This is an optimization exercise on Yosys and OpenROAD, whose aim is small area, a short achievable clock period and few clock cycles per item, not a production implementation.
Where RTL was checked, it was by simulation tests only, not by an equivalence proof against the original.

delta:
Design magnetometer_heading_unpack, start of the top module:
module magnetometer_heading_unpack
(
    input  wire logic              clk,
    input  wire logic              rst_n,
    input  wire logic              in_valid,
    output logic                   in_ready,
    input  wire logic [7:0]        x_high_byte,
    input  wire logic [7:0]        x_low_byte,
    input  wire logic [7:0]        y_high_byte,
    input  wire logic [7:0]        y_low_byte,
    input  wire logic [7:0]        z_high_byte,
    input  wire logic [7:0]        z_low_byte,
    output logic                   out_valid,
    input  wire logic              out_ready,
    output logic signed [15:0]     mag_x,
    output logic signed [15:0]     mag_y,
    output logic signed [15:0]     mag_z,
    output logic [16:0]            heading
);
For scale: ~6200 cells after synthesis, roughly 120 I/O pins, about 83000 µm² of cells after synthesis.
Settings: LEC_CHECK=0, CAP_MARGIN=20, CORE_MARGIN=2, CORE_UTILIZATION=60, SETUP_SLACK_MARGIN=3.0, SLEW_MARGIN=20; clock period 6.0 ns.
run.sh (not shown) runs the stock make flow with config.mk's settings and CLKGATE_MAP_FILE= SYNTH_SCRIPT=/design/flow/synth_recipe.tcl, a recipe that flattens the netlist after the stock synthesis.
Testbench counts of delta, summed over its fixed seeds: cycles 16,128, items 16,000.
Relative to delta, the following input files were edited for zinc:
-- flow/design.v --
<<< delta, line 51
        end
    end
endmodule
module mhu_add2c
#(
    parameter int W = 8
)
(
    input  wire logic [W-1:0] a,
    input  wire logic [W-1:0] b,
    input  wire logic         c1,
    input  wire logic         c2,
    output logic [W-1:0]      s
);
    logic [W-1:0] ps, pc;
    always_comb
    begin
        ps    = a ^ b;
        ps[0] = a[0] ^ b[0] ^ c2;
        pc    = {a[W-2:0] & b[W-2:0], 1'b0};
        pc[1] = (a[0] & b[0]) | (a[0] & c2) | (b[0] & c2);
    end
    mhu_add #(.W(W)) u_add (.a(ps), .b(pc), .cin(c1), .s(s));
endmodule
module mhu_cordic_stage
>>> zinc, line 51
        end
    end
endmodule
module mhu_cordic_stage
<<< delta, line 163
    logic [15:1] v;       
    assign go = !ov || out_ready;
    logic [15:0] in_x, in_y, in_z, ax, ay;
    logic sx, sy, d_0;
    logic [16:0] x1s, y1p, y1n;
    always_comb begin
        in_x = {x_high_byte, x_low_byte};
        in_y = {y_high_byte, y_low_byte};
        in_z = {z_high_byte, z_low_byte};
        sx = in_x[15];
        sy = in_y[15];
        ax = in_x ^ {16{sx}};    
        ay = in_y ^ {16{sy}};    
        d_0 = sx ? sy : (!sy && (in_y != '0));
    end
    mhu_add2c #(.W(17)) u_x1 (.a({1'b0, ax}), .b({1'b0, ay}), .c1(sx), .c2(sy), .s(x1s));
    mhu_add2c #(.W(17)) u_yp (.a({1'b0, ay}), .b({1'b1, ~ax}), .c1(!sx), .c2(sy), .s(y1p));
    mhu_add2c #(.W(17)) u_yn (.a({1'b0, ax}), .b({1'b1, ~ay}), .c1(!sy), .c2(sx), .s(y1n));
    wire [24:0] c1x_1 = 25'({x1s, 8'd0});
    wire signed [24:0] c1y_1 = 25'({(d_0 ? y1p : y1n), 8'd0});
    logic [16:0] r1_x;
    logic signed [16:0] r1_y;
>>> zinc, line 142
    logic [15:1] v;       
    assign go = !ov || out_ready;
    logic [15:0] in_x, in_y, in_z;
    logic signed [16:0] xe, ye, xa, ya;
    logic [24:0] x_0;
    logic signed [24:0] y_0;
    always_comb begin
        in_x = {x_high_byte, x_low_byte};
        in_y = {y_high_byte, y_low_byte};
        in_z = {z_high_byte, z_low_byte};
        xe = {in_x[15], in_x};
        ye = {in_y[15], in_y};
        xa = in_x[15] ? -xe : xe;
        ya = in_x[15] ? -ye : ye;
        x_0 = 25'({xa, 8'd0});
        y_0 = 25'({ya, 8'd0});
    end
    wire [24:0] c1x_0 = x_0;
    wire signed [24:0] c1y_0 = y_0;
    logic d_0;
    logic [24:0] c1x_1;
    logic signed [24:0] c1y_1;
    mhu_cordic_stage #(.STEP(0), .WXI(25), .WYI(25), .WYO(25), .KE(24), .SELY(1), .SELX(0)) u_rot0 (
        .x_in(c1x_0), .y_in(c1y_0), .d(d_0), .x_out(c1x_1), .y_out(c1y_1));
    logic [16:0] r1_x;
    logic signed [16:0] r1_y;
--- outcome ---
Comparing delta and zinc, the lower number of inserted diodes was measured on delta.
Compared delta against zinc; via density per instance within noise.
Share of final-layout standard cells stronger than drive strength 1 (lower): delta
Comparing delta and zinc, the lower largest fanout on the critical path is on delta.
[compare] base=delta new=zinc: final HPWL from detailed placement rose by 0.32%, final area rose by about 0.6%, final critical-path setup slack fell by 580 ps.
Against delta, zinc reports a met3 wirelength from detailed routing that is lower.
zinc ends up with a synthesized instance count that is 120 higher than in delta.
zinc against delta: CTS clock-pin slew for the worst setup and hold paths has remained practically unchanged; utilization has increased.
No functional check of the RTL was part of zinc.

========
Another version of the RTL of magnetometer_heading_unpack (not shown whole).
Size in the first run: about 6200 cells after synthesis, roughly 80000 um2 of cells after synthesis.
export LEC_CHECK = 0
export CAP_MARGIN = 20
export CORE_MARGIN = 2
export CORE_UTILIZATION = 60
export CTS_BUF_LIST = sky130_fd_sc_hd__clkbuf_16
export CTS_CLUSTER_DIAMETER = 80
export CTS_CLUSTER_SIZE = 25
export SETUP_SLACK_MARGIN = 2.5
export SLEW_MARGIN = 20
create_clock -name core_clock -period 6.0 [get_ports {clk}]
Testbench counts at the start, summed over its fixed seeds: cycles 16,120, items 16,000.
Edit:
--- a/flow/design.v
+++ b/flow/design.v
@@ -386,27 +386,28 @@
     logic dn_12;
     logic [24:0] c12x_12;
     logic signed [14:0] c12y_12;
     mhu_cordic_stage #(.STEP(11), .WXI(25), .WYI(16), .WYO(15), .KE(4)) u_rot11 (
         .x_in(c12x_11), .y_in(c12y_11), .d(d_11), .d_out(dn_12), .x_out(c12x_12), .y_out(c12y_12));
     logic [24:0] r12_x;
     logic signed [14:0] r12_y;
     logic [15:0] r12_mx, r12_my, r12_mz;
     logic r12_dn;    
     logic [11:7] r12_d;
     logic signed [25:0] r12_p;
     logic signed [25:0] p1;
+    wire d0_re = r11_mx[15] ? r11_my[15] : (!r11_my[15] && (r11_my != '0));
     logic signed [25:0] pa0;
     always_comb
-        case ({r11_d[2], r11_d[1], r11_d[0], r11_mx[15]})
+        case ({r11_d[2], r11_d[1], d0_re, r11_mx[15]})
             4'd0: pa0 = -26'sd6545688;
             4'd1: pa0 = 26'sd5250792;
             4'd2: pa0 = -26'sd647448;
             4'd3: pa0 = 26'sd11149032;
             4'd4: pa0 = -26'sd3063754;
             4'd5: pa0 = 26'sd8732726;
             4'd6: pa0 = 26'sd2834486;
             4'd7: pa0 = 26'sd14630966;
             4'd8: pa0 = -26'sd4705930;
             4'd9: pa0 = 26'sd7090550;
             4'd10: pa0 = 26'sd1192310;
             4'd11: pa0 = 26'sd12988790;
=>
- clock-buffer cell count is higher by 2
- setup slack loses 0.14 ns
- cell count fell by 1.6%
- global-route usage barely changes
- hold slack is better by 0.011 ns
- wire length went down by 0.69%
- die area fell by about 1.7%
- via count went down by about 2%
- design area falls by 0.34%
- synthesized cell count decreases by 2.7%
Only the layout flow was run in the second run of this note; the RTL was not checked for function there.

-- separate check: timing with driven ports --
The flow's constraints put no driver on any port. The routed layouts listed below were extracted and timed again, unchanged, in two steps. Step 1, drivers: a clkbuf_16 drives clk and a buf_2 each remaining input, both assumed. Step 2 adds t to the input delays and takes it off the output delays; t is the mean of the earliest and latest rising clock arrival at the registers after step 1. Input paths then give back, and output paths get back, about the clock's delay inside the block. a / b / c = no drivers / after step 1 / after step 2; a / b = the first two.
| run | t (ns) | setup WS [ns] | worst slew at a driven data input, ns |
|---|---|---|---|
| delta | 0.877 | 2.498 / 2.554 / 1.677 | 0.09 |
| zinc | 0.855 | 1.917 / 1.962 / 1.108 | 0.13 |
| the first run of note 2 | 0.790 | 2.477 / 2.477 / 1.797 | 0.15 |
| the second run of note 2 | 0.782 | 2.342 / 2.379 / 1.597 | 0.06 |
After both steps setup and hold are still met in every run listed. The setup slack of delta, which loses most, moves by +0.056 ns with the drivers and by -0.821 ns with both steps.
